From an optimization exercise on the open Yosys and OpenROAD flow, aimed at a short achievable clock period and few clock cycles; shortcuts taken in it are not production practice. The RTL was checked by simulation tests, not by an equivalence proof against the original design. Power and IR drop assume default switching activity.

==> design/flow/config.mk <==
export PLATFORM = sky130hd
export DESIGN_NAME = cpu_top
export DESIGN_NICKNAME = cpu_top
export VERILOG_FILES = /design/flow/design.v
export SDC_FILE = /design/flow/constraint.sdc
export NUM_CORES = 4
export LEC_CHECK = 0
export CAP_MARGIN = 20
export CORE_MARGIN = 2
export CORE_UTILIZATION = 30
export PLACE_DENSITY = 0.45
export SLEW_MARGIN = 20
==> design/flow/constraint.sdc <==
create_clock -name core_clock -period 11.0 [get_ports {clk}]
set_input_delay 2.2000 -clock core_clock [delete_from_list [all_inputs] [get_ports {clk}]]
set_output_delay 2.2000 -clock core_clock [all_outputs]
set_load 0.01 [all_outputs]
==> design/flow/design.v <==
module cpu_top #(
  parameter logic [31:0] RESET_PC = 32'h0000_0000
) (
  input  logic        clk,
  input  logic        rst_n,
  output logic [31:0] i_mem_addr,
  input  logic [31:0] i_mem_rdata,
  output logic [31:0] d_mem_addr,
  output logic [31:0] d_mem_wdata,
  output logic [3:0]  d_mem_wen,
  input  logic [31:0] d_mem_rdata
);
  localparam logic [6:0]  OPC_LUI    = 7'b0110111;
  localparam logic [6:0]  OPC_AUIPC  = 7'b0010111;
  localparam logic [6:0]  OPC_JAL    = 7'b1101111;
  localparam logic [6:0]  OPC_JALR   = 7'b1100111;
  localparam logic [6:0]  OPC_BRANCH = 7'b1100011;
  localparam logic [6:0]  OPC_LOAD   = 7'b0000011;
  localparam logic [6:0]  OPC_STORE  = 7'b0100011;
  localparam logic [6:0]  OPC_OPIMM  = 7'b0010011;
  localparam logic [6:0]  OPC_OP     = 7'b0110011;
  localparam int BTB_BITS = 3;
  localparam int BTB_N    = 1 << BTB_BITS;
  localparam int TAG_W    = 14 - BTB_BITS - 2 + 1;    
  logic [31:0] pc_q;
  logic [31:0] regs_q [32];
  logic             btb_v_q   [BTB_N];
  logic [TAG_W-1:0] btb_tag_q [BTB_N];
  logic [31:1]      btb_tgt_q [BTB_N];
  logic        x_valid_q;
  logic [31:0] x_pc_q, x_link_q, x_imm_q, x_rv1_q, x_rv2_q;
  logic [4:0]  x_rd_q;
  logic        x_wb_q;                      
  logic        x_load_q, x_store_q, x_branch_q, x_jal_q, x_jalr_q, x_link_sel_q;
  logic [2:0]  x_f3_q;
  logic        x_sub_q, x_sra_q;
  logic        x_r_add_q, x_r_sll_q, x_r_slt_q, x_r_sltu_q, x_r_xor_q, x_r_srl_q, x_r_or_q, x_r_and_q;
  logic        x_a_m_q, x_a_w_q, x_a_rv_q, x_a_pc_q;    
  logic        x_b_m_q, x_b_w_q, x_b_rv_q, x_b_imm_q;   
  logic        x_s_m_q, x_s_w_q;                        
  logic        x_bhit_q;                                
  logic        x_nobtb_q;                               
  logic        x_ldep_q;                                
  logic        x_s_eq_q, x_s_lt_q, x_s_ltu_q, x_inv_q;  
  logic        x_pred_q;
  logic [31:1] x_ptgt_q;
  logic [31:1] ras_q;
  logic [31:0] m_res_q, m_addr_q, m_wdata_q;
  logic [3:0]  m_wen_q;
  logic [4:0]  m_rd_q;
  logic        m_wb_q, m_load_q;
  logic [2:0]  m_f3_q;
  logic [1:0]  m_lane_q;
  logic [31:0] w_res_q;
  logic        redirect;
  logic [31:0] ins;
  logic [6:0]  opcode;
  logic [4:0]  rd, rs1, rs2;
  logic [2:0]  funct3;
  logic [31:0] imm_i, imm_s, imm_b, imm_u, imm_j;
  assign i_mem_addr = pc_q;
  assign ins    = i_mem_rdata;
  assign opcode = ins[6:0];
  assign rd     = ins[11:7];
  assign funct3 = ins[14:12];
  assign rs1    = ins[19:15];
  assign rs2    = ins[24:20];
  assign imm_i  = {{20{ins[31]}}, ins[31:20]};
  assign imm_s  = {{20{ins[31]}}, ins[31:25], ins[11:7]};
  assign imm_b  = {{19{ins[31]}}, ins[31], ins[7], ins[30:25], ins[11:8], 1'b0};
  assign imm_u  = {ins[31:12], 12'd0};
  assign imm_j  = {{11{ins[31]}}, ins[31], ins[19:12], ins[20], ins[30:21], 1'b0};
  logic d_lui, d_auipc, d_jal, d_jalr, d_branch, d_load, d_store, d_opimm, d_op;
  logic d_use1, d_use2, d_wb;
  logic [31:0] d_imm;
  always_comb begin
    d_lui    = (opcode == OPC_LUI);
    d_auipc  = (opcode == OPC_AUIPC);
    d_jal    = (opcode == OPC_JAL);
    d_jalr   = (opcode == OPC_JALR) && (funct3 == 3'b000);
    d_branch = (opcode == OPC_BRANCH) && (funct3[2:1] != 2'b01);
    d_load   = (opcode == OPC_LOAD) && (funct3 == 3'b000 || funct3 == 3'b001 || funct3 == 3'b010 ||
                                        funct3 == 3'b100 || funct3 == 3'b101);
    d_store  = (opcode == OPC_STORE) && (funct3 == 3'b000 || funct3 == 3'b001 || funct3 == 3'b010);
    d_opimm  = (opcode == OPC_OPIMM);
    d_op     = (opcode == OPC_OP);
    d_use1   = d_jalr | d_branch | d_load | d_store | d_opimm | d_op;
    d_use2   = d_branch | d_store | d_op;
    d_wb     = (d_lui | d_auipc | d_jal | d_jalr | d_load | d_opimm | d_op) && (rd != 5'd0);
    if (ins[3])                         d_imm = imm_j;
    else if (ins[4] & ins[2])           d_imm = imm_u;
    else if (ins[6] & !ins[2])          d_imm = imm_b;
    else if (!ins[6] & ins[5] & !ins[4]) d_imm = imm_s;
    else                                d_imm = imm_i;
  end
  logic [31:0] d_rv1, d_rv2;
  assign d_rv1 = regs_q[rs1];
  assign d_rv2 = regs_q[rs2];
  logic hit1_x, hit2_x, hit1_m, hit2_m, d_ldep;
  assign hit1_x = x_valid_q && x_wb_q && (x_rd_q == rs1);
  assign hit2_x = x_valid_q && x_wb_q && (x_rd_q == rs2);
  assign hit1_m = m_wb_q && (m_rd_q == rs1);
  assign hit2_m = m_wb_q && (m_rd_q == rs2);
  assign d_ldep = x_load_q && ((d_use1 && hit1_x) || (d_use2 && hit2_x));
  logic [TAG_W-1:0]    f_tag;
  logic [BTB_N-1:0]    f_way;
  logic                f_hit;
  logic [31:1]         f_tgt;
  logic [31:0]         pc_plus4;
  assign f_tag    = {pc_q[13:BTB_BITS+2], pc_q[1]};
  always_comb begin
    f_tgt = '0;
    for (int i = 0; i < BTB_N; i++) begin
      f_way[i] = btb_v_q[i] && (pc_q[BTB_BITS+1:2] == i[BTB_BITS-1:0]) && (btb_tag_q[i] == f_tag);
      f_tgt    = f_tgt | ({31{f_way[i]}} & btb_tgt_q[i]);
    end
  end
  assign f_hit    = |f_way;
  ks_add #(.W(30), .L(5)) u_pc4 (.a(pc_q[31:2]), .b(30'd1), .cin(1'b0), .s(pc_plus4[31:2]), .cout());
  assign pc_plus4[1:0] = pc_q[1:0];
  logic        d_ret, d_static, d_pred;
  logic [31:0] pred_pc;
  logic [13:0] st_j, st_b;
  logic g_jal, g_jalr, g_br;
  assign g_jal    = ins[6] & ins[5] & !ins[4] &  ins[3] &  ins[2];
  assign g_jalr   = ins[6] & ins[5] & !ins[4] & !ins[3] &  ins[2];
  assign g_br     = ins[6] & ins[5] & !ins[4] & !ins[3] & !ins[2];
  assign d_ret    = g_jalr && (rs1 == 5'd1);
  assign d_static = g_jal || (g_br && ins[31]);
  ks_add #(.W(14), .L(4)) u_stj (.a(pc_q[13:0]), .b(imm_j[13:0]), .cin(1'b0), .s(st_j), .cout());
  ks_add #(.W(14), .L(4)) u_stb (.a(pc_q[13:0]), .b(imm_b[13:0]), .cin(1'b0), .s(st_b), .cout());
  assign d_pred   = d_ret || f_hit || d_static;
  logic sel_ret, sel_hit, sel_j, sel_b, sel_p4;
  assign sel_ret = d_ret;
  assign sel_hit = f_hit && !d_ret;
  assign sel_j   = g_jal && !f_hit;
  assign sel_b   = g_br && ins[31] && !f_hit;
  assign sel_p4  = !d_pred;
  assign pred_pc  = ({32{sel_ret}} & {ras_q, 1'b0}) |
                    ({32{sel_hit}} & {f_tgt, 1'b0}) |
                    ({32{sel_j}} & {pc_q[31:14], st_j}) |
                    ({32{sel_b}} & {pc_q[31:14], st_b}) |
                    ({32{sel_p4}} & pc_plus4);
  logic [31:0] a, b, sdata, sum, addr, sh_l, sh_r, alu, x_tgt_b;
  logic        lt, ltu, eq, cond, taken, jalr_ok;
  always_comb begin
    a     = ({32{x_a_m_q}} & m_res_q) | ({32{x_a_w_q}} & w_res_q) |
            ({32{x_a_rv_q}} & x_rv1_q) | ({32{x_a_pc_q}} & x_pc_q);
    b     = ({32{x_b_m_q}} & m_res_q) | ({32{x_b_w_q}} & w_res_q) |
            ({32{x_b_rv_q}} & x_rv2_q) | ({32{x_b_imm_q}} & x_imm_q);
    sdata = x_s_m_q ? m_res_q : (x_s_w_q ? w_res_q : x_rv2_q);
  end
  logic cmp_co;
  ks_add #(.W(32), .L(5)) u_alu (.a(a), .b(b ^ {32{x_sub_q}}), .cin(x_sub_q), .s(sum), .cout());
  ks_add #(.W(32), .L(5)) u_adr (.a(a), .b(x_imm_q), .cin(1'b0), .s(addr), .cout());
  ks_add #(.W(32), .L(5)) u_cmp (.a(a), .b(~b), .cin(1'b1), .s(), .cout(cmp_co));
  assign ltu  = !cmp_co;
  assign lt   = (a[31] ^ b[31]) ? a[31] : !cmp_co;
  assign eq   = (a == b);
  assign sh_l = a << b[4:0];
  assign sh_r = $unsigned($signed({x_sra_q & a[31], a}) >>> b[4:0]);
  always_comb begin
    alu = ({32{x_r_add_q}}  & sum) |
          ({32{x_r_sll_q}}  & sh_l) |
          ({32{x_r_slt_q}}  & {31'd0, lt}) |
          ({32{x_r_sltu_q}} & {31'd0, ltu}) |
          ({32{x_r_xor_q}}  & (a ^ b)) |
          ({32{x_r_srl_q}}  & sh_r) |
          ({32{x_r_or_q}}   & (a | b)) |
          ({32{x_r_and_q}}  & (a & b)) |
          ({32{x_link_sel_q}} & x_link_q);
  end
  logic r_s;
  assign r_s  = (x_s_eq_q & eq) | (x_s_lt_q & lt) | (x_s_ltu_q & ltu);
  assign cond = r_s ^ x_inv_q;
  logic [31:1] cs_s, cs_c;
  logic [31:1] cs_k;
  always_comb begin
    cs_s = a[31:1] ^ x_imm_q[31:1] ^ ~x_ptgt_q[31:1];
    cs_k = (a[31:1] & x_imm_q[31:1]) | (a[31:1] & ~x_ptgt_q[31:1]) | (x_imm_q[31:1] & ~x_ptgt_q[31:1]);
    cs_c = {cs_k[30:1], a[0] & x_imm_q[0]};
    jalr_ok = &(cs_s ^ cs_c);
  end
  logic [31:1] cb_s, cb_c, cb_k;
  logic        br_ok, tgt_ok;
  always_comb begin
    cb_s  = x_pc_q[31:1] ^ x_imm_q[31:1] ^ ~x_ptgt_q[31:1];
    cb_k  = (x_pc_q[31:1] & x_imm_q[31:1]) | (x_pc_q[31:1] & ~x_ptgt_q[31:1]) |
            (x_imm_q[31:1] & ~x_ptgt_q[31:1]);
    cb_c  = {cb_k[30:1], x_pc_q[0] & x_imm_q[0]};
    br_ok = &(cb_s ^ cb_c);
  end
  assign tgt_ok = x_jalr_q ? jalr_ok : br_ok;
  logic x_go;
  assign x_go     = x_valid_q && !x_ldep_q;
  ks_add #(.W(32), .L(5)) u_tgt (.a(x_pc_q), .b(x_imm_q), .cin(1'b0), .s(x_tgt_b), .cout());
  assign taken    = x_jal_q | x_jalr_q | (x_branch_q & cond);
  logic jump, br_v, rd_e, h1, h0;
  assign jump   = x_jal_q | x_jalr_q;
  assign br_v   = x_valid_q && !x_ldep_q && x_branch_q;
  assign rd_e   = x_valid_q && (x_ldep_q || (!x_branch_q && (x_pred_q ? (!jump || !tgt_ok) : jump)));
  assign h1     = rd_e || (br_v && (x_inv_q ? x_pred_q : (!x_pred_q || !br_ok)));
  assign h0     = rd_e || (br_v && (x_inv_q ? (!x_pred_q || !br_ok) : x_pred_q));
  assign redirect = r_s ? h1 : h0;
  logic [31:0] rpc1, rpc0, pc_d;
  assign rpc1 = x_ldep_q ? x_pc_q :
                x_jalr_q ? {addr[31:1], 1'b0} :
                ((x_jal_q || (x_branch_q && !x_inv_q)) ? x_tgt_b : x_link_q);
  assign rpc0 = x_ldep_q ? x_pc_q :
                x_jalr_q ? {addr[31:1], 1'b0} :
                ((x_jal_q || (x_branch_q && x_inv_q)) ? x_tgt_b : x_link_q);
  assign pc_d = r_s ? (h1 ? rpc1 : pred_pc) : (h0 ? rpc0 : pred_pc);
  logic [3:0]  st_wen;
  logic [31:0] st_data;
  always_comb begin
    case (x_f3_q[1:0])
      2'b00: begin
        st_wen  = 4'b0001 << addr[1:0];
        st_data = {4{sdata[7:0]}};
      end
      2'b01: begin
        st_wen  = addr[1] ? 4'b1100 : 4'b0011;
        st_data = {2{sdata[15:0]}};
      end
      default: begin
        st_wen  = 4'b1111;
        st_data = sdata;
      end
    endcase
  end
  logic [31:0] ld_data, wb_data;
  logic [7:0]  ld_byte;
  logic [15:0] ld_half;
  always_comb begin
    case (m_lane_q)
      2'b00: ld_byte = d_mem_rdata[7:0];
      2'b01: ld_byte = d_mem_rdata[15:8];
      2'b10: ld_byte = d_mem_rdata[23:16];
      default: ld_byte = d_mem_rdata[31:24];
    endcase
    ld_half = m_lane_q[1] ? d_mem_rdata[31:16] : d_mem_rdata[15:0];
    case (m_f3_q)
      3'b000:  ld_data = {{24{ld_byte[7]}}, ld_byte};
      3'b100:  ld_data = {24'd0, ld_byte};
      3'b001:  ld_data = {{16{ld_half[15]}}, ld_half};
      3'b101:  ld_data = {16'd0, ld_half};
      default: ld_data = d_mem_rdata;
    endcase
    wb_data = m_load_q ? ld_data : m_res_q;
  end
  assign d_mem_addr  = m_addr_q;
  assign d_mem_wdata = m_wdata_q;
  assign d_mem_wen   = m_wen_q;
  always_ff @(posedge clk or negedge rst_n) begin
    if (!rst_n) begin
      pc_q <= RESET_PC;
    end else begin
      pc_q <= pc_d;
    end
  end
  always_ff @(posedge clk or negedge rst_n) begin
    if (!rst_n) begin
      x_valid_q <= 1'b0;
    end else begin
      x_valid_q <= !redirect;
    end
  end
  always_ff @(posedge clk) begin
    x_pc_q     <= pc_q;
    x_link_q   <= pc_plus4;
    x_imm_q    <= d_imm;
    x_rv1_q    <= d_rv1;
    x_rv2_q    <= d_rv2;
    x_rd_q     <= rd;
    x_wb_q     <= d_wb;
    x_load_q   <= d_load;
    x_store_q  <= d_store;
    x_branch_q <= d_branch;
    x_jal_q    <= d_jal;
    x_jalr_q   <= d_jalr;
    x_link_sel_q <= d_jal | d_jalr;
    x_f3_q     <= funct3;
    x_sub_q    <= d_op && ins[30] && (funct3 == 3'b000);
    x_sra_q    <= ins[30];
    x_r_add_q  <= d_lui | d_auipc | ((d_op | d_opimm) && funct3 == 3'b000);
    x_r_sll_q  <= (d_op | d_opimm) && funct3 == 3'b001;
    x_r_slt_q  <= (d_op | d_opimm) && funct3 == 3'b010;
    x_r_sltu_q <= (d_op | d_opimm) && funct3 == 3'b011;
    x_r_xor_q  <= (d_op | d_opimm) && funct3 == 3'b100;
    x_r_srl_q  <= (d_op | d_opimm) && funct3 == 3'b101;
    x_r_or_q   <= (d_op | d_opimm) && funct3 == 3'b110;
    x_r_and_q  <= (d_op | d_opimm) && funct3 == 3'b111;
    x_a_m_q    <= !(d_lui | d_auipc) && rs1 != 5'd0 && hit1_x;
    x_a_w_q    <= !(d_lui | d_auipc) && rs1 != 5'd0 && !hit1_x && hit1_m;
    x_a_rv_q   <= !(d_lui | d_auipc) && !hit1_x && !hit1_m;
    x_a_pc_q   <= d_auipc;
    x_b_m_q    <= (d_op | d_branch) && rs2 != 5'd0 && hit2_x;
    x_b_w_q    <= (d_op | d_branch) && rs2 != 5'd0 && !hit2_x && hit2_m;
    x_b_rv_q   <= (d_op | d_branch) && !hit2_x && !hit2_m;
    x_b_imm_q  <= !(d_op | d_branch);
    x_s_m_q    <= rs2 != 5'd0 && hit2_x;
    x_s_w_q    <= rs2 != 5'd0 && !hit2_x && hit2_m;
    x_ldep_q   <= d_ldep;
    x_s_eq_q   <= funct3[2:1] == 2'b00;
    x_s_lt_q   <= funct3[2:1] == 2'b10;
    x_s_ltu_q  <= funct3[2:1] == 2'b11;
    x_inv_q    <= funct3[0];
    x_pred_q   <= d_pred;
    x_bhit_q   <= f_hit && !d_ret;
    x_nobtb_q  <= d_ret || d_static;
    x_ptgt_q   <= pred_pc[31:1];
  end
  always_ff @(posedge clk or negedge rst_n) begin
    if (!rst_n) begin
      m_wen_q  <= 4'b0000;
      m_wb_q   <= 1'b0;
      m_load_q <= 1'b0;
    end else begin
      m_wen_q  <= (x_go && x_store_q) ? st_wen : 4'b0000;
      m_wb_q   <= x_go && x_wb_q;
      m_load_q <= x_go && x_load_q;
    end
  end
  always_ff @(posedge clk) begin
    m_res_q   <= alu;
    m_addr_q  <= addr;
    m_wdata_q <= st_data;
    m_rd_q    <= x_rd_q;
    m_f3_q    <= x_f3_q;
    m_lane_q  <= addr[1:0];
  end
  always_ff @(posedge clk or negedge rst_n) begin
    if (!rst_n) begin
      ras_q <= '0;
    end else if (x_go && x_link_sel_q && x_rd_q == 5'd1) begin
      ras_q <= x_link_q[31:1];
    end
  end
  always_ff @(posedge clk) begin
    w_res_q <= wb_data;
  end
  always_ff @(posedge clk or negedge rst_n) begin
    if (!rst_n) begin
      for (int i = 0; i < 32; i++) regs_q[i] <= 32'd0;
    end else if (m_wb_q) begin
      regs_q[m_rd_q] <= wb_data;
    end
  end
  logic                u_set_q, u_clr_q;
  logic [BTB_BITS-1:0] u_idx_q;
  logic [TAG_W-1:0]    u_tag_q;
  logic [31:1]         u_tgt_q;
  always_ff @(posedge clk or negedge rst_n) begin
    if (!rst_n) begin
      u_set_q <= 1'b0;
      u_clr_q <= 1'b0;
    end else begin
      u_set_q <= x_go && taken && !x_nobtb_q;
      u_clr_q <= x_go && x_bhit_q && !taken;
    end
  end
  always_ff @(posedge clk) begin
    u_idx_q <= x_pc_q[BTB_BITS+1:2];
    u_tag_q <= {x_pc_q[13:BTB_BITS+2], x_pc_q[1]};
    u_tgt_q <= x_jalr_q ? addr[31:1] : x_tgt_b[31:1];
  end
  always_ff @(posedge clk or negedge rst_n) begin
    if (!rst_n) begin
      for (int i = 0; i < BTB_N; i++) btb_v_q[i] <= 1'b0;
    end else if (u_set_q) begin
      btb_v_q[u_idx_q] <= 1'b1;
    end else if (u_clr_q) begin
      btb_v_q[u_idx_q] <= 1'b0;
    end
  end
  always_ff @(posedge clk) begin
    if (u_set_q) begin
      btb_tag_q[u_idx_q] <= u_tag_q;
      btb_tgt_q[u_idx_q] <= u_tgt_q;
    end
  end
endmodule
module ks_add #(
  parameter int W = 32,
  parameter int L = 5           
) (
  input  logic [W-1:0] a,
  input  logic [W-1:0] b,
  input  logic         cin,
  output logic [W-1:0] s,
  output logic         cout
);
  logic [W-1:0] g [L+1];
  logic [W-1:0] p [L+1];
  logic [W-1:0] hp;
  assign hp   = a ^ b;
  assign g[0] = (a & b) | {{(W-1){1'b0}}, hp[0] & cin};
  assign p[0] = hp;
  for (genvar l = 0; l < L; l++) begin : g_lvl
    for (genvar i = 0; i < W; i++) begin : g_bit
      if (i >= (1 << l)) begin : g_merge
        assign g[l+1][i] = g[l][i] | (p[l][i] & g[l][i - (1 << l)]);
        assign p[l+1][i] = p[l][i] & p[l][i - (1 << l)];
      end else begin : g_pass
        assign g[l+1][i] = g[l][i];
        assign p[l+1][i] = p[l][i];
      end
    end
  end
  assign s    = hp ^ {g[L][W-2:0], cin};
  assign cout = g[L][W-1];
endmodule
==> design/flow/flow/run.sh <==
#!/bin/bash
# Standard synthesis, then the standard layout with a larger setup-repair margin so that the
# resizer keeps working on paths well below the design's clock period. Each step logs to its own file.
# Port buffers are plain buf_4 cells (the default pick is a slow delay buffer).
set -euo pipefail
MARGIN=${MARGIN:-7.2}
bash standard.sh synth > synth.log 2>&1
bash standard.sh SETUP_SLACK_MARGIN=$MARGIN REMOVE_ABC_BUFFERS=1 floorplan > floorplan.log 2>&1
bash standard.sh SETUP_SLACK_MARGIN=$MARGIN "BUFFER_PORTS_ARGS=-buffer_cell sky130_fd_sc_hd__buf_4" place > place.log 2>&1
bash standard.sh SETUP_SLACK_MARGIN=$MARGIN cts > cts.log 2>&1
bash standard.sh SETUP_SLACK_MARGIN=$MARGIN route > route.log 2>&1
bash standard.sh SETUP_SLACK_MARGIN=$MARGIN finish > finish.log 2>&1
==> design/flow/standard.sh <==
#!/bin/bash
# synth_recipe.tcl (not shown) runs the flow's synth.tcl, then flattens the netlist and writes it again
# the make line also repeats each setting of config.mk as NAME=value (left out here)
make -C /OpenROAD-flow-scripts/flow DESIGN_CONFIG=/design/flow/config.mk WORK_HOME=/design/flow/orfs CLKGATE_MAP_FILE= SYNTH_SCRIPT=/design/flow/synth_recipe.tcl "${@:-finish}"
==> results of run 1 <==
==> worst paths after layout <==
path	start	end	slack (ps)	depth (start not counted)
worst min-delay path	x_f3_q[2]$_DFF_P_	m_f3_q[2]$_DFF_P_	330	0
worst min register to register	x_f3_q[2]$_DFF_P_	m_f3_q[2]$_DFF_P_	330	0
worst max-delay path	i_mem_rdata[21]	pc_q[13]$_DFF_PN0_	6900	14
max in group asynchronous	rst_n	regs_q[21][4]$_DFFE_PN0P_	7530	3
min in group asynchronous	rst_n	regs_q[23][19]$_DFFE_PN0P_	1360	1
worst max register to register	x_a_m_q$_DFF_P_	pc_q[26]$_DFF_PN0_	6940	19
==> cell usage after synthesis (all sizes together), types with 12 or more instances <==
library cell,count
a211oi,34
a21boi,12
a21o,65
a21oi,336
a221o,25
a221oi,260
a222oi,39
a22o,264
a22oi,694
a31oi,42
and2,22
and3,38
buf,90
clkbuf,656
dfrtp,1104
dfxtp,411
edfxtp,328
fa,65
ha,212
inv,225
mux2,51
mux2i,190
nand2,1539
nand2b,36
nand3,204
nand4,164
nor2,299
nor2b,36
nor3,64
nor4,51
o211ai,43
o21a,16
o21ai,1304
o21bai,27
o22ai,20
o31ai,13
o32a,35
or2,16
or3,15
or4,14
xnor2,146
xor2,171
==> kinds of logic (layout without fill, tap and decap cells) <==
kind of cell	Yosys count	in the layout	share of synthesized area [%]
compound gates	3327	3327	23.9
simple gates	2538	2544	12.1
flops	1843	1843	49.9
buf+inv	972	1391	4.06
xor+xnor	317	317	3.03
fa+ha+maj	277	277	4.31
mux	242	242	2.73
other cells	0	18	0
==> flip-flops by register name, summed over array words and instances, names as in the netlist, 8 cells and up <==
register   count
m_wdata_q     32
w_res_q       32
u_tag_q       10
m_res_q       32
pc_q          32
btb_tag_q     80
m_addr_q      31
btb_v_q        8
x_ptgt_q      31
ras_q         31
x_link_q      32
x_rv1_q       32
regs_q      1024
u_tgt_q       31
x_rv2_q       32
btb_tgt_q    248
x_imm_q       32
x_pc_q        30
==> metal layers <==
layer | vias to the layer above | global-route usage (%) | routed length [um]
met4 | 18 | 22.0 | 44100
met1 | 42600 | 39.4 | 196000
li1 | 35500 | - | -
met5 | - | 0.234 | 374
met3 | 1924 | 8.04 | 50100
met2 | 5831 | 50.2 | 230000
==> power groups by stage <==
| stage | combinational (mW) | clock, mW | sequential [mW] |
|---|---|---|---|
| 2_1_floorplan | 2.97 | 0 | 8.64 |
| 3_3_place_gp | 5.40 | 0 | 9.19 |
| 3_5_place_dp | 5.41 | 0 | 9.19 |
| 4_1_cts | 6.02 | 7.45 | 9.09 |
| 5_1_grt | 6.85 | 7.73 | 9.20 |
| 6_report | 6.48 | 7.38 | 9.17 |
==> through the flow <==
stage / setup slack, ps / hold WS, ps / instances
2_1_floorplan: 4130 / 310 / 8770
4_1_cts: 6940 / 335 / 13700
6_report: 6900 / 331 / 13900
5_1_grt: 6820 / 343 / 13900
3_3_place_gp: 4890 / 316 / 13200
3_5_place_dp: 5070 / 319 / 13200
==> placed cells by master (no fill, tap or decap), types with 34 or more instances in the layout <==
cell	n
nand2_1	1454
o21ai_0	1231
dfrtp_1	1086
a22oi_1	645
buf_4	577
dfxtp_1	363
edfxtp_1	328
a21oi_1	307
a22o_1	262
a221oi_1	256
clkbuf_16	222
nor2_1	219
inv_1	213
nand3_1	186
ha_1	183
mux2i_1	182
nand4_1	164
xor2_1	146
xnor2_1	134
buf_6	95
nor2_4	74
a21o_1	65
fa_1	63
clkbuf_1	59
buf_12	56
nand2_2	52
a22oi_2	49
mux2_2	47
nor3_1	46
o211ai_1	43
dfxtp_2	41
a222oi_1	39
o21ai_2	37
clkbuf_8	37
nand2_4	35
and3_1	35
clkinv_2	34
==> what timing repair did <==
action | CTS | global route
endpoints found under the setup margin | 821 | 626
gates cloned | 12 | 12
hold endpoints to repair | 0 | 0
hold buffers | 0 | 0
gates resized for setup | 480 | 364
pin swaps | 78 | 158
buffers inserted | 151 | 173
==> cell type report <==
class / instances / area, um^2 / area share [%]
diodes: 18 / 45.0 / 0.0403
clock buffers: 309 / 6080 / 5.44
clock inverters: 83 / 993 / 0.888
inverters: 226 / 892 / 0.798
multi-input cells: 6707 / 45700 / 40.8
flip-flops and latches: 1843 / 45800 / 40.9
well taps: 3978 / 4980 / 4.45
repair buffers: 771 / 7370 / 6.59
repair inverters: 2 / 20.0 / 0.0179
==> reports/results.tsv, run 1 <==
metric	value	unit
post-synthesis register bit count	1843	
Sw Pwr	8.41	mW
Rel. slew slack	18.2	%
vias in the first global route	82000	
Synth area leader	dfrtp_1	
vias per cell	6.16	
Net Sw Frac	36.5	%
yosys synthesis warning count	12	
DP HPWL	330	mm
GRT overflow	0	
row cnt	202	
top post-synthesis cells by area	dfrtp_1, edfxtp_1, dfxtp_1	
total wire length	520	mm
DP Area	98100	um^2
Final #Nets	10100	
drc violations	0	
asr flop ratio synth	59.9	%
detailed-route via count	85800	
Peak Freq	244	MHz
Bufs and invs on worst path	2	
I/O Buffers	165	
Mapped Area	91600	um^2
cell leakage power	46.7	nW
Crit Path Max Fanout	5	
Slew @ Worst Pin	1230	ps
Worst Setup Path Type	input pin to flip-flop	
remaining antenna violation count after routing	0	
CTS tree	done	
core region area	303000	um^2
critical path's top delay family	compound AO/OA/AOI/OAI gates	
Max stage delay on crit path	470	ps
global-route usage over all layers	32.3	%
top cell type's share of synthesized area	30.1	%
Final setup viols	0	
register area share after synthesis	49.9	%
cell count after synthesis	9516	
I/O pins	166	
Max clock buf depth	4	
Fill cells	30400	
Netlist cell types	94	
critical path's most frequent cell	nand4_1	
Initial Util	30.2	%
HP Class	flip-flop to flip-flop	
initial antenna violation count	23	
clock group share of total power	32.0	%
crit path DAT	4850	ps
run status	timing/DRC/antenna clean	
worst IR drop on VDD	0.145	mV
DR pass1 iterations	10	
CTS Sinks	1843	
Comb power frac	28.2	%
DR WL/cell	37.3	um
Die Y	557	um
Flop pwr share	39.8	%
post-layout util	36.9	%
Clock Latency Late Sink	980	ps
Post-synth top flop	dfrtp_1	
GPL Wtd Cong	0.981	
final hold violations	0	
Starting DRT DRC Count	12300	
pins over their slew limit	0	
area growth from synthesis to layout	22.1	%
Req. time, crit path	11750	ps
crit end category	flip-flop	
Root Buffer	clkbuf_16	
PwrDens	206	nW/um^2
number of flops mapped to enable cells by yosys	328	
Fin Clk Skew	118	ps
layout cell share with drive strength beyond 1	17.9	%
Final Power	23.0	mW
max cap viols	0	
CTS buffer count	211	
Tmin final	4100	ps
CP Cell Sequence	buf_16 -> ha_4 -> fa_2 -> a21o_1 -> a21oi_4 -> o21ai_4 -> a2111oi_4 -> nor3_2 -> or4_1 -> nand4_1 -> nand4_1 -> buf_6 -> o21ai_2 -> o311ai_1	
Setup TNS	0	ps
mean post-synth cell area	9.63	um^2
die extent in x	557	um
slowest CP cell	or4_1	
design area	112000	um^2
first-pass GRT wire length	699	mm
Setup crit start kind	input pin	
clock-pin slew on the worst setup and hold paths	70	ps
unrepaired setup endpoints after global routing	yes	
H-tree lvl count	4	
largest net degree at the start of global routing	158	
Final period util	37.3	%
internal power	14.6	mW
die area	310000	um^2
Testbench counts, summed over its fixed seeds: cycles 95,187.
==> run 2, diff against run 1 <==
--- a/design/flow/design.v
+++ b/design/flow/design.v
@@ -150,17 +150,26 @@
             ({32{x_b_rv_q}} & x_rv2_q) | ({32{x_b_imm_q}} & x_imm_q);
     sdata = x_s_m_q ? m_res_q : (x_s_w_q ? w_res_q : x_rv2_q);
   end
-  logic cmp_co;
-  ks_add #(.W(32), .L(5)) u_alu (.a(a), .b(b ^ {32{x_sub_q}}), .cin(x_sub_q), .s(sum), .cout());
+  logic        cmp_co;
+  logic [31:0] diff;
+  ks_add #(.W(32), .L(5)) u_alu (.a(a), .b(b), .cin(1'b0), .s(sum), .cout());
   ks_add #(.W(32), .L(5)) u_adr (.a(a), .b(x_imm_q), .cin(1'b0), .s(addr), .cout());
-  ks_add #(.W(32), .L(5)) u_cmp (.a(a), .b(~b), .cin(1'b1), .s(), .cout(cmp_co));
+  ks_add #(.W(32), .L(5)) u_cmp (.a(a), .b(~b), .cin(1'b1), .s(diff), .cout(cmp_co));
   assign ltu  = !cmp_co;
   assign lt   = (a[31] ^ b[31]) ? a[31] : !cmp_co;
-  assign eq   = (a == b);
+  assign eq   = (x_a_m_q  & x_b_m_q) | (x_a_w_q & x_b_w_q) |
+                (x_a_m_q  & x_b_w_q  & (m_res_q == w_res_q)) |
+                (x_a_m_q  & x_b_rv_q & (m_res_q == x_rv2_q)) |
+                (x_a_w_q  & x_b_m_q  & (w_res_q == m_res_q)) |
+                (x_a_w_q  & x_b_rv_q & (w_res_q == x_rv2_q)) |
+                (x_a_rv_q & x_b_m_q  & (x_rv1_q == m_res_q)) |
+                (x_a_rv_q & x_b_w_q  & (x_rv1_q == w_res_q)) |
+                (x_a_rv_q & x_b_rv_q & (x_rv1_q == x_rv2_q));
   assign sh_l = a << b[4:0];
   assign sh_r = $unsigned($signed({x_sra_q & a[31], a}) >>> b[4:0]);
   always_comb begin
     alu = ({32{x_r_add_q}}  & sum) |
+          ({32{x_sub_q}}    & diff) |
           ({32{x_r_sll_q}}  & sh_l) |
           ({32{x_r_slt_q}}  & {31'd0, lt}) |
           ({32{x_r_sltu_q}} & {31'd0, ltu}) |
@@ -173,23 +182,19 @@
   logic r_s;
   assign r_s  = (x_s_eq_q & eq) | (x_s_lt_q & lt) | (x_s_ltu_q & ltu);
   assign cond = r_s ^ x_inv_q;
-  logic [31:1] cs_s, cs_c;
-  logic [31:1] cs_k;
-  always_comb begin
-    cs_s = a[31:1] ^ x_imm_q[31:1] ^ ~x_ptgt_q[31:1];
-    cs_k = (a[31:1] & x_imm_q[31:1]) | (a[31:1] & ~x_ptgt_q[31:1]) | (x_imm_q[31:1] & ~x_ptgt_q[31:1]);
-    cs_c = {cs_k[30:1], a[0] & x_imm_q[0]};
-    jalr_ok = &(cs_s ^ cs_c);
-  end
-  logic [31:1] cb_s, cb_c, cb_k;
-  logic        br_ok, tgt_ok;
-  always_comb begin
-    cb_s  = x_pc_q[31:1] ^ x_imm_q[31:1] ^ ~x_ptgt_q[31:1];
-    cb_k  = (x_pc_q[31:1] & x_imm_q[31:1]) | (x_pc_q[31:1] & ~x_ptgt_q[31:1]) |
-            (x_imm_q[31:1] & ~x_ptgt_q[31:1]);
-    cb_c  = {cb_k[30:1], x_pc_q[0] & x_imm_q[0]};
-    br_ok = &(cb_s ^ cb_c);
-  end
+  function automatic logic tgt_match(input logic [31:0] v, input logic [31:0] imm,
+                                     input logic [31:1] ptgt);
+    logic [31:1] cs_s, cs_k, cs_c;
+    cs_s = v[31:1] ^ imm[31:1] ^ ~ptgt;
+    cs_k = (v[31:1] & imm[31:1]) | (v[31:1] & ~ptgt) | (imm[31:1] & ~ptgt);
+    cs_c = {cs_k[30:1], v[0] & imm[0]};
+    tgt_match = &(cs_s ^ cs_c);
+  endfunction
+  assign jalr_ok = (x_a_m_q  & tgt_match(m_res_q, x_imm_q, x_ptgt_q)) |
+                   (x_a_w_q  & tgt_match(w_res_q, x_imm_q, x_ptgt_q)) |
+                   (x_a_rv_q & tgt_match(x_rv1_q, x_imm_q, x_ptgt_q));
+  logic br_ok, tgt_ok;
+  assign br_ok = tgt_match(x_pc_q, x_imm_q, x_ptgt_q);
   assign tgt_ok = x_jalr_q ? jalr_ok : br_ok;
   logic x_go;
   assign x_go     = x_valid_q && !x_ldep_q;
@@ -282,7 +287,7 @@
     x_f3_q     <= funct3;
     x_sub_q    <= d_op && ins[30] && (funct3 == 3'b000);
     x_sra_q    <= ins[30];
-    x_r_add_q  <= d_lui | d_auipc | ((d_op | d_opimm) && funct3 == 3'b000);
+    x_r_add_q  <= d_lui | d_auipc | ((d_op | d_opimm) && funct3 == 3'b000 && !(d_op && ins[30]));
     x_r_sll_q  <= (d_op | d_opimm) && funct3 == 3'b001;
     x_r_slt_q  <= (d_op | d_opimm) && funct3 == 3'b010;
     x_r_sltu_q <= (d_op | d_opimm) && funct3 == 3'b011;
@@ -350,6 +355,7 @@
   logic [BTB_BITS-1:0] u_idx_q;
   logic [TAG_W-1:0]    u_tag_q;
   logic [31:1]         u_tgt_q;
+  logic                u_jalr_q;                        
   always_ff @(posedge clk or negedge rst_n) begin
     if (!rst_n) begin
       u_set_q <= 1'b0;
@@ -362,7 +368,8 @@
   always_ff @(posedge clk) begin
     u_idx_q <= x_pc_q[BTB_BITS+1:2];
     u_tag_q <= {x_pc_q[13:BTB_BITS+2], x_pc_q[1]};
-    u_tgt_q <= x_jalr_q ? addr[31:1] : x_tgt_b[31:1];
+    u_jalr_q <= x_jalr_q;
+    u_tgt_q <= x_tgt_b[31:1];
   end
   always_ff @(posedge clk or negedge rst_n) begin
     if (!rst_n) begin
@@ -376,7 +383,7 @@
   always_ff @(posedge clk) begin
     if (u_set_q) begin
       btb_tag_q[u_idx_q] <= u_tag_q;
-      btb_tgt_q[u_idx_q] <= u_tgt_q;
+      btb_tgt_q[u_idx_q] <= u_jalr_q ? m_addr_q[31:1] : u_tgt_q;
     end
   end
 endmodule
==> run 2 against run 1 <==
Effect of this change: critical path type is now flip-flop to flip-flop; area after synthesis grew 6.9%; hold slack gained 70 ps; die area grew 6.9%; non-clock buffer count grew 68; clock skew grew 1.7 ps; sequential share of layout area shrank 2.4 points; via count grew 11%; first-iteration DRC count grew 29%; clock-buffer cell count shrank 8.
==> reports/results.tsv, run 2 <==
metric	value	unit	change
run status	timing/DRC/antenna clean		
commonest non-fill, non-tap cell in the layout	nand2_1		
Setup crit start kind	flip-flop		
pins over their slew limit	0		unchanged
register area share after synthesis	46.7	%	-3.2 points
Initial Util	30.2	%	about the same
final hold violations	0		unchanged
met2 global-route usage	52.5	%	+2.3 points
Post-synth top flop	dfrtp_1		
yosys synthesis warning count	12		unchanged
Reg2Reg Launch Point	x_b_rv_q$_DFF_P_		
max reg flops	1024		unchanged
drc violations	0		unchanged
worst IR drop on VDD	0.132	mV	-9.1%
total wire length	598	mm	+15%
reg2reg setup slack	6840	ps	-100 ps
global-route usage over all layers	34.8	%	+2.5 points
H-tree lvl count	4		unchanged
core region area	325000	um^2	+7.0%
vias in the first global route	90500		+10%
area growth from synthesis to layout	22.0	%	about the same
Root Buffer	clkbuf_16		
PwrDens	217	nW/um^2	+5.2%
HP Class	flip-flop to flip-flop		
DP HPWL	372	mm	+13%
die extent in x	575	um	+3.4%
biggest regs	regs_q x1024, btb_tgt_q x248, btb_tag_q x80		
GPL Wtd Cong	0.993		+1.3%
remaining antenna violation count after routing	0		unchanged
top post-synthesis cells by area	dfrtp_1, edfxtp_1, dfxtp_1		
cell count after synthesis	10300		+8.5%
routing usage on met3	10.1	%	+2.0 points
crit end category	flip-flop		
Final period util	37.8	%	+0.59 points
Rel. slew slack	15.9	%	-2.3 points
R2R cell count	19		unchanged
first-pass GRT wire length	799	mm	+14%
global-route layer with the greatest usage	met2		
FF+latch area	46000	um^2	+0.48%
top cell type's share of synthesized area	28.2	%	-1.9 points
CTS tree	done		
most frequent cell after synthesis	nand2_1		
footprint of the multi-input gates	51400	um^2	+13%
Req. time, crit path	11780	ps	+30 ps
number of flops mapped to enable cells by yosys	328		unchanged
GRT overflow	0		unchanged
Final #Nets	10900		+7.8%
Mapped Area	98000	um^2	+6.9%
Largest Register	regs_q		
Die Y	575	um	+3.4%
Hold Path Sink	m_f3_q[2]$_DFF_P_		
layout cell share with drive strength beyond 1	18.7	%	+0.74 points
post-synthesis register bit count	1844		+0.054%
Final setup viols	0		unchanged
Peak Freq	240	MHz	-1.5%
I/O pins	166		unchanged
unrepaired setup endpoints after global routing	yes		
Crit Path Max Fanout	13		+8
row cnt	209		+3.5%
grt met1 use	42.0	%	+2.6 points
die area	331000	um^2	+6.9%
Worst Setup Path Type	flip-flop to flip-flop		
initial antenna violation count	52		+130%
Clock Latency Late Sink	970	ps	about the same
Final Power	25.9	mW	+12%
Synth area leader	dfrtp_1		
asr flop ratio synth	59.9	%	about the same
DR pass1 iterations	11		+1
CTS Sinks	1844		+0.054%
Fill cells	32400		+6.6%
Slew @ Worst Pin	1260	ps	+34.0 ps
Netlist cell types	102		+8.5%
crit path DAT	4950	ps	+100 ps
most frequent cells in the layout	nand2_1, o21ai_0, dfrtp_1, buf_4, a22oi_1		
max cap viols	0		unchanged
mean post-synth cell area	9.48	um^2	-1.5%
vias per cell	6.36		+3.2%
hold depth	0		unchanged
DR WL/cell	39.7	um	+6.4%
HP Start	x_f3_q[2]$_DFF_P_		
detailed-route via count	95600		+11%
cell leakage power	49.4	nW	+5.6%
Setup TNS	0	ps	unchanged
Tmin final	4160	ps	+64.4 ps
Starting DRT DRC Count	15800		+29%
I/O Buffers	165		unchanged
largest net degree at the start of global routing	149		-5.7%
Fin Clk Skew	120	ps	+1.72 ps
Max clock buf depth	4		unchanged
clock-pin slew on the worst setup and hold paths	60	ps	about the same
Synth top cells by count	nand2_1, o21ai_0, dfrtp_1		
FF-to-FF End	pc_q[0]$_DFF_PN0_		
CTS buffer count	216		+2.4%
run 2: cell count changes after synthesis, sizes merged, moves of 28 or more:
| cell | delta |
|---|---|
| nand3 | -41 |
| fa | +61 |
| a211oi | +33 |
| o211ai | +39 |
| a221oi | +29 |
| buf | +38 |
| nor2 | +81 |
| nor4 | +88 |
| xnor2 | +57 |
| xor2 | +136 |
| nand4 | +34 |
| inv | +28 |
| clkbuf | +93 |
| nor3 | +33 |
run 2: worst max-delay path by stage:
stage                        startpoint                  end  slack (ps)  depth (start not counted)
finish                 x_b_rv_q$_DFF_P_    pc_q[0]$_DFF_PN0_        6840                         19
global route           x_a_rv_q$_DFF_P_    pc_q[0]$_DFF_PN0_        6770                         21
CTS                 x_link_q[0]$_DFF_P_   pc_q[28]$_DFF_PN0_        6840                         14
detailed placement     x_b_rv_q$_DFF_P_   pc_q[28]$_DFF_PN0_        4970                         18
global placement       x_b_rv_q$_DFF_P_   pc_q[28]$_DFF_PN0_        4900                         18
floorplan              x_b_rv_q$_DFF_P_  m_res_q[30]$_DFF_P_        4300                         14
run 2: worst max-delay path: stages (launching register included):
cell	delay (ps)
dfxtp_4	370
buf_12	140
buf_4	160
a22oi_1	210
nand2_1	280
ha_4	500
nor3_1	80
o21ai_1	160
o311ai_4	180
a221oi_2	280
buf_4	200
a21oi_4	70
nor4bb_4	350
nor4_4	70
buf_12	170
buf_6	120
buf_12	130
buf_12	120
buf_16	140
a31o_4	220
run 2: power breakdown:
part           switching [mW]  leakage, nW  internal (mW)
combinational            5.49         29.0           3.22
sequential               1.73         16.8           7.94
clock                    3.23         3.55           4.28
run 2: logic make-up after synthesis:
family | share of synthesized area [%]
AO/OA/AOI/OAI | 24.1
XOR/XNOR | 4.57
adder cells (fa/ha/maj) | 4.98
buffers and inverters | 4.46
flip-flops | 46.7
multiplexers | 2.74
AND/OR/NAND/NOR | 12.5
run 2: repair_timing:
action,CTS,global route
pin swaps,158,89
hold endpoints to repair,0,0
hold buffers,0,0
setup endpoints to repair,257,805
gates resized for setup,735,228
gates cloned,30,4
buffers inserted,278,66
run 2: final cells by class:
type                       count  share of cell area [%]
timing repair buffer         839                    6.97
clock buffer                 301                    5.10
tap                         4325                    4.53
clock inverter                99                   0.935
inverter                     256                   0.875
multi-input combinational   7357                    43.0
sequential                  1844                    38.5
antenna                       26                  0.0545
run 2: per-layer routing:
metal | vias up | part of all wire (%)
met5 | - | 0.047
met4 | 28 | 9.4
met3 | 2465 | 11
met2 | 7202 | 43
met1 | 47600 | 37
li1 | 38400 | -
run 2: per-stage QoR:
stage / instances / setup WS [ps] / cell area [um^2] / util [%] / hold WS (ps)
2_1_floorplan: 9452 / 4300 / 94600 / - / 310
3_3_place_gp: 14200 / 4900 / 105000 / 32.2 / 314
3_5_place_dp: 14200 / 4970 / 105000 / 32.2 / 319
4_1_cts: 14900 / 6840 / 118000 / 36.3 / 372
5_1_grt: 15000 / 6770 / 119000 / 36.8 / 407
6_report: 15000 / 6840 / 119000 / 36.8 / 401
Testbench counts of run 2, summed over its fixed seeds: cycles 95,187.

## static timing again, ports no longer ideal
No port has a modelled driver above. Below, the same layouts with a new extraction and two added sets of constraints.
Step 1: set_driving_cell puts a clkbuf_16 on clk and a buf_2 on each other input, an assumption about the parent block.
Step 2 times the ports against the registers' clock, not the clock port: input delays grow and output delays shrink by t, the midpoint of the rising clock arrivals with the driver on.
Slacks: ideal / step 1 / step 2; pairs: ideal / step 1.
| run | shift t [ns] | setup slack, ns | pins driven straight from the clock port |
|---|---|---|---|
| run 1 | 1.022 | 6.901 / 6.910 / 5.888 | 1 |
| run 2 | 1.030 | 6.837 / 6.837 / 5.901 | 1 |
After both steps setup and hold are still met in every run listed. The setup slack of run 1, which loses most, moves by +0.009 ns with the drivers and by -1.013 ns with both steps.
